Source: an optimization exercise on an open RTL-to-GDS flow (aim: small area, a short achievable clock period and few clock cycles). Production flows keep margins and buffers that such runs may drop. Function was checked by simulation only, so behaviour that the tests miss may differ from the original. Power and IR drop assume default switching activity.

==> design/flow/design.v <==
package mc_cpu_pkg;
  localparam logic [5:0] OP_R = 6'h00, OP_J = 6'h02, OP_BEQ = 6'h04, OP_BGTZ = 6'h07;
  localparam logic [5:0] OP_ADDI = 6'h08, OP_LW = 6'h23, OP_SW = 6'h2b, OP_HALT = 6'h3f;
  localparam logic [5:0] FN_ADD = 6'h20, FN_SUB = 6'h22, FN_AND = 6'h24, FN_OR = 6'h25, FN_SLT = 6'h2a;
endpackage
module mc_regfile (
  input  logic        clk,
  input  logic        rst,
  input  logic        we_i,
  input  logic [4:0]  waddr_i,
  input  logic [31:0] wdata_i,
  input  logic [4:0]  raddr_a_i,
  input  logic [4:0]  raddr_b_i,
  output logic [31:0] rdata_a_o,
  output logic [31:0] rdata_b_o
);
  logic [31:0] regs_q [1:31];
  logic [31:1] valid_q;
  always_ff @(posedge clk)
    if (rst) valid_q <= '0;
    else if (we_i && waddr_i != 5'd0) valid_q[waddr_i] <= 1'b1;
  always_ff @(posedge clk)
    if (we_i && waddr_i != 5'd0) regs_q[waddr_i] <= wdata_i;
  always_comb begin
    rdata_a_o = '0;
    rdata_b_o = '0;
    for (int i = 1; i < 32; i++) begin
      if (raddr_a_i == 5'(i) && valid_q[i]) rdata_a_o = rdata_a_o | regs_q[i];
      if (raddr_b_i == 5'(i) && valid_q[i]) rdata_b_o = rdata_b_o | regs_q[i];
    end
  end
endmodule
module mc_cpu #(
  parameter int          ADDR_W     = 12,
  parameter logic [31:0] RESET_PC   = 32'h0000_0000,
  parameter int          NREGS_LOG2 = 5
) (
  input  logic              clk,
  input  logic              rst,
  output logic              mem_req,
  output logic              mem_we,
  output logic [ADDR_W-1:0] mem_addr,
  output logic [31:0]       mem_wdata,
  input  logic [31:0]       mem_rdata,
  input  logic              mem_ready,
  output logic [31:0]       dout,
  output logic              halted,
  output logic              illegal,
  output logic [31:0]       dbg_pc
);
  logic [31:0] pc_q, dout_q;
  logic halted_q, illegal_q;
  logic e_alu, e_addi, e_lw, e_sw, e_beq, e_bgtz;    
  logic e_sub, e_and, e_or, e_slt;                   
  logic e_wr;                                        
  logic e_byp;                                       
  logic [4:0] e_dst;
  logic [31:0] a_q, b_q, e_imm;
  logic [5:0] f_op, f_fn;
  logic [4:0] f_rs, f_rt, f_rd;
  logic [31:0] f_simm;
  logic f_rok, f_addi, f_lw, f_sw, f_beq, f_bgtz, f_j, f_halt, f_stop;
  logic [31:0] sum, alu_y, wb_data, rf_a, rf_b, tgt4, pc4, f_pc4;
  logic [11:0] ea;
  logic [ADDR_W-1:2] tgt;
  logic lt, taken, e_mem, adv, f_done, rf_we;
  assign f_op = mem_rdata[31:26];
  assign f_fn = mem_rdata[5:0];
  assign f_rs = mem_rdata[25:21];
  assign f_rt = mem_rdata[20:16];
  assign f_rd = mem_rdata[15:11];
  assign f_simm = {{16{mem_rdata[15]}}, mem_rdata[15:0]};
  assign f_rok = f_op == mc_cpu_pkg::OP_R && (f_fn == mc_cpu_pkg::FN_ADD || f_fn == mc_cpu_pkg::FN_SUB ||
                 f_fn == mc_cpu_pkg::FN_AND || f_fn == mc_cpu_pkg::FN_OR || f_fn == mc_cpu_pkg::FN_SLT);
  assign f_addi = f_op == mc_cpu_pkg::OP_ADDI;
  assign f_lw = f_op == mc_cpu_pkg::OP_LW;
  assign f_sw = f_op == mc_cpu_pkg::OP_SW;
  assign f_beq = f_op == mc_cpu_pkg::OP_BEQ;
  assign f_bgtz = f_op == mc_cpu_pkg::OP_BGTZ;
  assign f_j = f_op == mc_cpu_pkg::OP_J;
  assign f_halt = f_op == mc_cpu_pkg::OP_HALT;
  assign f_stop = !(f_rok || f_addi || f_lw || f_sw || f_beq || f_bgtz || f_j);
  assign sum = a_q + (e_addi ? e_imm : (e_sub | e_slt) ? ~b_q : b_q) + {31'd0, e_sub | e_slt};
  assign lt = (a_q[31] ^ b_q[31]) ? a_q[31] : sum[31];
  assign alu_y = e_and ? a_q & b_q : e_or ? a_q | b_q : e_slt ? {31'd0, lt} : sum;
  assign wb_data = e_lw ? mem_rdata : alu_y;
  assign taken = (e_beq && a_q == b_q) || (e_bgtz && !a_q[31] && a_q != 32'd0);
  assign tgt = pc_q[ADDR_W-1:2] + e_imm[ADDR_W-3:0];
  assign pc4 = pc_q + 32'd4;
  assign tgt4 = pc4 + {e_imm[29:0], 2'b00};
  assign f_pc4 = taken ? tgt4 : pc4;
  assign ea = a_q[11:0] + e_imm[11:0];
  assign e_mem = e_lw || e_sw;
  assign mem_req = !halted_q;
  assign mem_we = e_sw;
  assign mem_addr = {e_mem ? ea[ADDR_W-1:2] : taken ? tgt : pc_q[ADDR_W-1:2], 2'b00};
  assign mem_wdata = b_q;
  assign dout = dout_q;
  assign halted = halted_q;
  assign illegal = illegal_q;
  assign dbg_pc = pc_q;
  assign adv = mem_ready && !halted_q;
  assign f_done = adv && !e_mem;
  assign rf_we = adv && e_wr;
  mc_regfile u_rf (
    .clk(clk), .rst(rst), .we_i(rf_we), .waddr_i(e_dst), .wdata_i(wb_data),
    .raddr_a_i(f_rs), .raddr_b_i(f_rt), .rdata_a_o(rf_a), .rdata_b_o(rf_b)
  );
  always_ff @(posedge clk)
    if (rst) begin
      pc_q <= RESET_PC;
      dout_q <= '0;
      halted_q <= 1'b0;
      illegal_q <= 1'b0;
      {e_alu, e_addi, e_lw, e_sw, e_beq, e_bgtz} <= '0;
      {e_sub, e_and, e_or, e_slt, e_wr, e_byp} <= '0;
      e_dst <= '0;
      a_q <= '0;
      b_q <= '0;
      e_imm <= '0;
    end else begin
      if (rf_we) dout_q <= wb_data;
      if (adv && e_mem) begin
        {e_alu, e_addi, e_lw, e_sw, e_beq, e_bgtz} <= '0;
        {e_wr, e_byp} <= '0;
      end
      if (f_done) begin
        pc_q <= f_j ? {f_pc4[31:28], mem_rdata[25:0], 2'b00} : f_pc4;
        halted_q <= f_stop;
        illegal_q <= f_stop && !f_halt;
        e_alu <= f_rok;
        e_addi <= f_addi;
        e_lw <= f_lw;
        e_sw <= f_sw;
        e_beq <= f_beq;
        e_bgtz <= f_bgtz;
        e_sub <= f_fn == mc_cpu_pkg::FN_SUB && f_rok;
        e_and <= f_fn == mc_cpu_pkg::FN_AND && f_rok;
        e_or <= f_fn == mc_cpu_pkg::FN_OR && f_rok;
        e_slt <= f_fn == mc_cpu_pkg::FN_SLT && f_rok;
        e_wr <= f_rok || f_addi || f_lw;
        e_byp <= (f_rok ? f_rd : f_rt) != 5'd0 && (f_rok || f_addi);
        e_dst <= f_rok ? f_rd : f_rt;
        a_q <= (e_byp && e_dst == f_rs) ? alu_y : rf_a;
        b_q <= (e_byp && e_dst == f_rt) ? alu_y : rf_b;
        e_imm <= f_simm;
      end
    end
endmodule
==> design/flow/run.sh <==
#!/bin/bash
# synth_recipe.tcl (not shown) runs the flow's synth.tcl, then flattens the netlist and writes it again
# the make line also repeats each setting of config.mk as NAME=value (left out here)
make -C /OpenROAD-flow-scripts/flow DESIGN_CONFIG=/design/flow/config.mk WORK_HOME=/design/flow/orfs CLKGATE_MAP_FILE= SYNTH_SCRIPT=/design/flow/synth_recipe.tcl finish
==> design/flow/config.mk <==
export PLATFORM = sky130hd
export DESIGN_NAME = mc_cpu
export DESIGN_NICKNAME = mc_cpu
export VERILOG_FILES = /design/flow/design.v
export SDC_FILE = /design/flow/constraint.sdc
export NUM_CORES = 4
export LEC_CHECK = 0
export CAP_MARGIN = 20
export CORE_MARGIN = 2
export CORE_UTILIZATION = 40
export PLACE_DENSITY = 0.6
export SLEW_MARGIN = 20
==> design/flow/constraint.sdc <==
create_clock -name core_clock -period 9.0 [get_ports {clk}]
set_input_delay 1.8000 -clock core_clock [delete_from_list [all_inputs] [get_ports {clk}]]
set_output_delay 1.8000 -clock core_clock [all_outputs]
set_load 0.01 [all_outputs]
==> results of run 1 <==
-- metrics by stage --
step                      instances  util, %  worst slack [ns]
after floorplan                4710        -              3.64
after global placement         6543     43.1              3.09
after detailed placement       6546     43.1              3.02
after CTS                      6784     46.2              2.21
after global routing           6785     46.2              2.15
final                          6796     46.2              2.12
-- area by class of cell --
| class | count | area, sq um | area share [%] |
|---|---|---|---|
| antenna | 12 | 30.0 | 0.0460 |
| clock buffer | 160 | 3470 | 5.32 |
| clock inverter | 78 | 821 | 1.26 |
| inverter | 96 | 360 | 0.552 |
| multi-input combinational | 3049 | 21700 | 33.2 |
| sequential | 1183 | 33600 | 51.5 |
| tap | 1890 | 2360 | 3.62 |
| timing repair buffer | 328 | 2920 | 4.47 |
-- power groups by stage --
stage / Combinational (W) / Sequential (W) / Clock [W]
floorplan: 0.000182 / 0.00600 / 0
global placement: 0.000298 / 0.00602 / 0
detailed placement: 0.000303 / 0.00602 / 0
CTS: 0.000304 / 0.00590 / 0.00549
global route: 0.000334 / 0.00590 / 0.00572
finish: 0.000314 / 0.00590 / 0.00552
-- Yosys cell counts, drive strengths merged (18+ instances only) --
cell / count / share of area, %
a21oi: 184 / 1.6
o21ai: 161 / 1.4
nand2b: 25 / 0.28
nor4: 35 / 0.39
nor2b: 18 / 0.20
nand3: 143 / 1.3
nor2: 208 / 1.4
a21o: 42 / 0.56
clkbuf: 257 / 1.7
inv: 95 / 0.63
nor3: 91 / 0.80
a31oi: 36 / 0.45
a211oi: 25 / 0.34
a221oi: 243 / 3.8
or3: 19 / 0.21
and3: 77 / 0.85
a22o: 239 / 3.7
o31ai: 24 / 0.32
a22oi: 448 / 5.9
nand4: 144 / 1.6
o211ai: 44 / 0.59
dfxtp: 191 / 6.7
xor2: 39 / 0.60
a222oi: 57 / 1.0
xnor2: 82 / 1.3
buf: 125 / 1.1
ha: 155 / 3.4
edfxtp: 992 / 52
nand2: 280 / 1.9
-- worst min-delay path: cells and delay by family, from the launching register on --
family	cells	cell delay [ns]
AO/OA/AOI/OAI	1	0.05
flip-flops	1	0.31
AND/OR/NAND/NOR	1	0.05
-- metal layers --
layer	part of all wire [%]	up-vias	GRT usage, %
met4	9.5	34	25.9
met2	39	5949	53.7
met3	18	1891	21.0
li1	-	19200	-
met1	32	24800	45.0
met5	0.30	-	3.04
-- cells by family (layout without fill, tap and decap cells) --
kind of cell | Yosys count | in the layout
multiplexers | 34 | 34
adder cells (fa/ha/maj) | 159 | 159
flip-flops | 1183 | 1183
AO/OA/AOI/OAI | 1631 | 1631
XOR/XNOR | 121 | 121
buffers and inverters | 478 | 662
AND/OR/NAND/NOR | 1100 | 1100
other | 1 | 16
-- registers in the layout (all words and copies together) (netlist names), 5 cells and up --
register	count
u_rf.regs_q	992
a_q	32
b_q	32
dout_q	32
u_rf.valid_q	31
pc_q	30
e_imm	16
e_dst	5
-- path summary, 6_finish.rpt --
check	end	slack, ns
max	mem_addr[9]	2.12
max reg2reg	u_rf.regs_q[29][18]	3.08
min	dout_q[8]	0.46
min reg2reg	dout_q[8]	0.46
==> impl_metrics.yaml, run 1 <==
drt:
  ant_nets: 0
  via_count: 51900
  via_per_inst: 7.64
  wl_per_cell_um: 42.7
  drc: 0
  drt_iter0_drc: 13000
  routed_wl_um: 290000
  first_pass_iters: 21
final_layout:
  fin_nets: 4983
  layout_commonest_cell: "edfxtp_1"
  n_fill_cell: 12800
  areaGrowthSynthToFinish_pct: 15.0
  design_area_sq_um: 65300
  drive_gt1_share_pct: 11.5
  final_cell_mix: "edfxtp_1, a22oi_1, nand2_1"
setup_path:
  crit_family: "simple AND/OR/NAND/NOR gates"
  cp.depth: 11
  crit_chain: "inv_1 > ha_1 > or4_1 > nor3_1 > nand4_1 > o41a_2 > buf_4 > o21ai_0 > nand2_1 > o31ai_1 > clkdlybuf4s50_1"
  startpoint: "a_q[11]"
  slowest_stage: "dfxtp_1"
  critical-path-max-stage-delay_ns: 0.73
  crit_buf_inv: 3
  worst-path-max-fanout: 63
  crit_type: "reg2out"
  reg2reg_depth: 17
  cp.arrival_ns: 5.08
  rr_startpoint: "e_slt"
  cp-end-kind: "primary output"
  cp.required_ns: 7.20
  cp-start-kind: "flip-flop"
timing:
  hold-worst-slack_ns: 0.465
  fmax_mhz: 145
  fin_skew_ns: 0.0415
  tns_ns: 0
  slew_violations: 0
  period_needed_ns: 6.88
  setup_violations: 0
  rsz0062_at_grt: "false"
  finalCritPeriodShare_pct: 76.4
  final_hold_viol_count: 0
  slew_headroom_pct: 8.69
  tightest_slew_ns: 1.36
placed_design:
  dpl_cell_area_sq_um: 60900
  globalplace.congestion: 1.06
  hpwl_um: 179000
  io_buffers: 142
synth:
  avgSynthCellArea_sq_um: 12.1
  synthFlopType: "edfxtp_1"
  synth_top_family_by_area: "compound AO/OA/AOI/OAI gates"
  synth.distinct_cells: 91
  synthXorXnorAreaFrac_pct: 1.87
  synth-edff-count: 992
  ys_seq_area_share_pct: 59.2
  muxShareOfSynthArea_pct: 0.637
  netlist_instances: 4707
  synth_fa_ha_area_share_pct: 3.56
  synth_area_sq_um: 56700
  ys_ff_latch: 1183
  synth_compound_area_share_pct: 21.7
  ys_warn_count: 2
  synthSimpleGateAreaFrac_pct: 9.63
  async_reset_ff_share_pct: 0
pwr:
  p_per_area_nw_per_um2: 180
  clkPwrFrac_pct: 47.0
  p_sw_w: 0.00260
  swShare_pct: 22.2
  finalPower_w: 0.0117
  p_comb_share_pct: 2.7
  seq_power_share_pct: 50.3
  p_int_w: 0.00913
  leakagePower_nw: 23.2
  vdd_ir_drop_max_uv: 200
die:
  num_rows: 138
  fp.dieW_um: 381
  die_area_sq_um: 145000
  io_pins: 147
  start_util_pct: 40.2
  fp.dieH_um: 381
  core-area_sq_um: 141000
global_route:
  gr-usage-all-layers_pct: 38.5
  grt_first_pass_wirelength_um: 390000
  antenna_found_initial: 16
  grt_pass1_vias: 47700
  grt_max_degree: 74
  grt_overflow: 0
clock_tree:
  cts_root_buf: "clkbuf_16"
  clk_latency_ns: 0.80
  cts.sinks: 1183
  tritoncts: "built"
  cts_resized: 0
  clk_pin_slew_ns: 0.06
  clk_path_buf_depth: 3
  cts.hold.buffers_added: 0
  h-tree-depth: 4
  post-cts-setup-buffers: 0
  cts_buffers: 131
min_path:
  hp-class: "reg2reg"
  worstHoldStart: "dout_q[8]"
  hold_depth: 2
status:
  outcome: "timing/DRC/antenna clean"
run:
  drv_cap: 0
Testbench counts, summed over its fixed seeds: cycles 20,319.
==> run 2, diff against run 1 <==
--- a/design/flow/design.v
+++ b/design/flow/design.v
@@ -60,10 +60,11 @@
   logic [4:0] f_rs, f_rt, f_rd;
   logic [31:0] f_simm;
   logic f_rok, f_addi, f_lw, f_sw, f_beq, f_bgtz, f_j, f_halt, f_stop;
-  logic [31:0] sum, alu_y, wb_data, rf_a, rf_b, tgt4, pc4, f_pc4;
+  logic [31:0] bx, sum, alu_y, wb_data, rf_a, rf_b, tgt4, pc4, f_pc4;
   logic [11:0] ea;
-  logic [ADDR_W-1:2] tgt;
-  logic lt, taken, e_mem, adv, f_done, rf_we;
+  logic [32:0] sum33;
+  logic [ADDR_W-1:2] tgt, nxt;
+  logic ab_eq, a_pos, lt, taken, e_mem, adv, f_done, rf_we;
   assign f_op = mem_rdata[31:26];
   assign f_fn = mem_rdata[5:0];
   assign f_rs = mem_rdata[25:21];
@@ -80,20 +81,24 @@
   assign f_j = f_op == mc_cpu_pkg::OP_J;
   assign f_halt = f_op == mc_cpu_pkg::OP_HALT;
   assign f_stop = !(f_rok || f_addi || f_lw || f_sw || f_beq || f_bgtz || f_j);
-  assign sum = a_q + (e_addi ? e_imm : (e_sub | e_slt) ? ~b_q : b_q) + {31'd0, e_sub | e_slt};
+  assign bx = e_addi ? e_imm : (e_sub | e_slt) ? ~b_q : b_q;
+  assign sum33 = {a_q, 1'b1} + {bx, e_sub | e_slt};
+  assign sum = sum33[32:1];
   assign lt = (a_q[31] ^ b_q[31]) ? a_q[31] : sum[31];
   assign alu_y = e_and ? a_q & b_q : e_or ? a_q | b_q : e_slt ? {31'd0, lt} : sum;
   assign wb_data = e_lw ? mem_rdata : alu_y;
-  assign taken = (e_beq && a_q == b_q) || (e_bgtz && !a_q[31] && a_q != 32'd0);
-  assign tgt = pc_q[ADDR_W-1:2] + e_imm[ADDR_W-3:0];
+  mc_eq u_eq (.a_i(a_q), .b_i(b_q), .eq_o(ab_eq), .pos_o(a_pos));
+  assign taken = (e_beq && ab_eq) || (e_bgtz && a_pos);
+  mc_add #(.W(ADDR_W-2)) u_tgt_add (.a_i(pc_q[ADDR_W-1:2]), .b_i(e_imm[ADDR_W-3:0]), .y_o(tgt));
   assign pc4 = pc_q + 32'd4;
   assign tgt4 = pc4 + {e_imm[29:0], 2'b00};
   assign f_pc4 = taken ? tgt4 : pc4;
-  assign ea = a_q[11:0] + e_imm[11:0];
+  mc_add #(.W(12)) u_ea_add (.a_i(a_q[11:0]), .b_i(e_imm[11:0]), .y_o(ea));
   assign e_mem = e_lw || e_sw;
   assign mem_req = !halted_q;
   assign mem_we = e_sw;
-  assign mem_addr = {e_mem ? ea[ADDR_W-1:2] : taken ? tgt : pc_q[ADDR_W-1:2], 2'b00};
+  assign nxt = e_mem ? ea[ADDR_W-1:2] : pc_q[ADDR_W-1:2];
+  assign mem_addr = {taken ? tgt : nxt, 2'b00};
   assign mem_wdata = b_q;
   assign dout = dout_q;
   assign halted = halted_q;
@@ -147,3 +152,21 @@
       end
     end
 endmodule
+module mc_add #(
+  parameter int W = 12
+) (
+  input  logic [W-1:0] a_i,
+  input  logic [W-1:0] b_i,
+  output logic [W-1:0] y_o
+);
+  assign y_o = a_i + b_i;
+endmodule
+module mc_eq (
+  input  logic [31:0] a_i,
+  input  logic [31:0] b_i,
+  output logic        eq_o,
+  output logic        pos_o
+);
+  assign eq_o = a_i == b_i;
+  assign pos_o = !a_i[31] && a_i != 32'd0;
+endmodule
--- a/design/flow/config.mk
+++ b/design/flow/config.mk
@@ -9,4 +9,7 @@
 export CORE_MARGIN = 2
 export CORE_UTILIZATION = 40
 export PLACE_DENSITY = 0.6
+export SETUP_SLACK_MARGIN = 4.7
 export SLEW_MARGIN = 20
+export SYNTH_HIERARCHICAL = 1
+export SYNTH_MINIMUM_KEEP_SIZE = 0
==> impl_metrics.yaml, run 2 <==
drt:
  drt_iter0_drc: 14100
  via_per_inst: 7.72
  wl_per_cell_um: 45.8
  routed_wl_um: 337000
  via_count: 56800
  ant_nets: 0
  drc: 0
  first_pass_iters: 17
final_layout:
  layout_commonest_cell: "edfxtp_1"
  final_util_pct: 48.1
  final_cell_mix: "edfxtp_1, a22oi_1, and3_1"
  largest_reg_flops: 992
  areaGrowthSynthToFinish_pct: 19.6
  drive_gt1_share_pct: 18.1
  top_register: "u_rf.regs_q"
  fin_nets: 5368
  n_fill_cell: 13000
global_route:
  grt_first_pass_wirelength_um: 440000
  grt_overflow: 0
  grt_pass1_vias: 50400
  gr-usage-all-layers_pct: 43.6
  antenna_found_initial: 51
  grt_max_degree: 70
die:
  start_util_pct: 40.2
  num_rows: 140
  die_area_sq_um: 149000
  fp.dieH_um: 386
  fp.dieW_um: 386
  core-area_sq_um: 145000
  io_pins: 147
status:
  outcome: "timing/DRC/antenna clean"
setup_path:
  cp.arrival_ns: 3.27
  crit_type: "reg2out"
  cp.required_ns: 7.20
  cp-end-kind: "primary output"
  worst-path-max-fanout: 2
  cp-start-kind: "flip-flop"
synth:
  ys_seq_area_share_pct: 57.5
  synth.distinct_cells: 103
  avgSynthCellArea_sq_um: 11.7
  ys_ff_latch: 1183
  synth.area.top_cells: "edfxtp_1, a22oi_1, dfxtp_1"
  synth_top_area_share_pct: 51.0
  synth-edff-count: 992
  synthFlopType: "edfxtp_1"
  synth_area_sq_um: 58400
  yosysMostFrequentCell: "edfxtp_1"
  netlist_top_cells_count: "edfxtp_1, a22oi_1, and3_1"
  async_reset_ff_share_pct: 0
  ys_warn_count: 8
  netlist_instances: 4994
  yosysTopAreaCell: "edfxtp_1"
placed_design:
  io_buffers: 142
  place_ws_ns: 2.51
  globalplace.congestion: 1.02
  hpwl_um: 201000
clock_tree:
  tritoncts: "built"
  cts_buffers: 120
  clk_pin_slew_ns: 0.06
  clk_latency_ns: 0.81
  cts.hold.buffers_added: 0
  h-tree-depth: 3
  cts_root_buf: "clkbuf_16"
  clk_path_buf_depth: 3
  cts.sinks: 1183
pwr:
  vdd_ir_drop_max_uv: 171
  p_per_area_nw_per_um2: 173
  leakagePower_nw: 25.5
timing:
  period_needed_ns: 5.07
  final_hold_viol_count: 0
  slew_violations: 0
  tightest_slew_ns: 1.18
  finalCritPeriodShare_pct: 56.4
  tns_ns: 0
  fin_ws_ns: 3.93
  fmax_mhz: 197
  setup_violations: 0
  slew_headroom_pct: 21.6
  rsz0062_at_grt: "true"
  fin_skew_ns: 0.0621
run:
  drv_cap: 0
min_path:
  hp-class: "reg2reg"
## run 2: routing by layer
layer / GRT usage [%] / part of all wire (%) / routed length (um) / up-vias
li1: - / - / - / 20700
met1: 50.9 / 33 / 110000 / 27300
met2: 59.6 / 39 / 131000 / 6603
met3: 23.4 / 18 / 59500 / 2088
met4: 32.7 / 10 / 34800 / 50
met5: 1.98 / 0.39 / 1300 / -
## run 2: final timing paths
path	from	slack [ns]	endpoint	depth (start not counted)
worst max-delay path	a_q[0]	3.93	mem_addr[8]	10
worst min-delay path	dout_q[10]	0.47	dout_q[10]	2
worst max register to register	b_q[1]	4.78	u_rf.regs_q[15][26]	15
worst min register to register	dout_q[10]	0.47	dout_q[10]	2
## run 2: area by class of cell
class	instances	area (sq um)	area share [%]
multi-input combinational	3363	24500	35.0
clock inverter	87	833	1.19
clock buffer	137	3110	4.45
tap	1917	2400	3.43
sequential	1183	33700	48.3
antenna	95	238	0.340
timing repair buffer	495	4830	6.91
inverter	71	270	0.387
## run 2: power by group
| part | leakage, nW | switching [W] | internal, W |
|---|---|---|---|
| logic | 12.9 | 0.000609 | 0.000245 |
| clock network | 1.93 | 0.00232 | 0.00280 |
| registers | 10.6 | 0.0000725 | 0.00603 |
## run 2: timing repair
action                                  4_1_cts  5_1_grt
pin swaps                                    60       56
hold endpoints to repair                      0        0
gates resized for setup                     428      163
endpoints found under the setup margin     1074      778
buffers inserted                             93       39
gates cloned                                  7        3
## run 2: logic make-up after synthesis
group | synth area share (%)
simple gates | 14.2
flops | 57.5
fa+ha+maj | 2.17
other cells | 0.00642
buf+inv | 3.33
xor+xnor | 2.62
compound gates | 19.3
mux | 0.850
## run 2: critical path: stages, from the launching register on
cell	delay, ns
dfxtp_4	0.37
ha_4	0.16
fa_2	0.37
a211oi_4	0.28
nor2_2	0.07
o21a_1	0.21
o41a_1	0.35
xor2_2	0.27
mux2i_1	0.12
o21ai_1	0.14
buf_2	0.15
## run 2: Yosys stat by module, one instance, submodules excluded, excerpt
module	flops+latches	times used	area (sq um)
mc_regfile	1023	1	44400
mc_eq	0	1	428
mc_cpu	160	1	12700
## run 2: metrics by stage
stage / hold WS (ns) / power [W] / instances / cell area (sq um)
CTS: 0.465 / 0.0120 / 7211 / 68700
finish: 0.468 / 0.0121 / 7348 / 69900
detailed placement: 0.455 / 0.00698 / 6887 / 62700
global route: 0.481 / 0.0123 / 7305 / 69800
floorplan: 0.427 / 0.00662 / 4997 / 58600
global placement: 0.446 / 0.00697 / 6882 / 62600
Testbench counts of run 2, summed over its fixed seeds: cycles 20,319.

==> separate check: timing with driven ports <==
How much do the figures lean on ideal ports? The routed layouts below were timed once more, with nothing changed but the port constraints.
Step 1 assumes that a clkbuf_16 drives the clock port and a buf_2 every other input.
Step 2 also shifts input and output timing later by t, the mid clock arrival at the registers, as if the neighbouring blocks saw the same clock.
a / b / c = ideal / step 1 / step 2; a / b = the first two.
| run | t (ns) | setup WS [ns] | slew at the worst register clock pin (ns) | worst data-port slew with drivers (ns) |
|---|---|---|---|---|
| run 1 | 0.856 | 2.125 / 2.046 / 2.638 | 0.07 / 0.07 | 0.04 |
| run 2 | 0.857 | 3.927 / 3.850 / 3.572 | 0.07 / 0.07 | 0.10 |
After both steps every run listed still meets setup and hold. The setup slack of run 2, which loses most, moves by -0.077 ns with the drivers and by -0.355 ns with both steps.
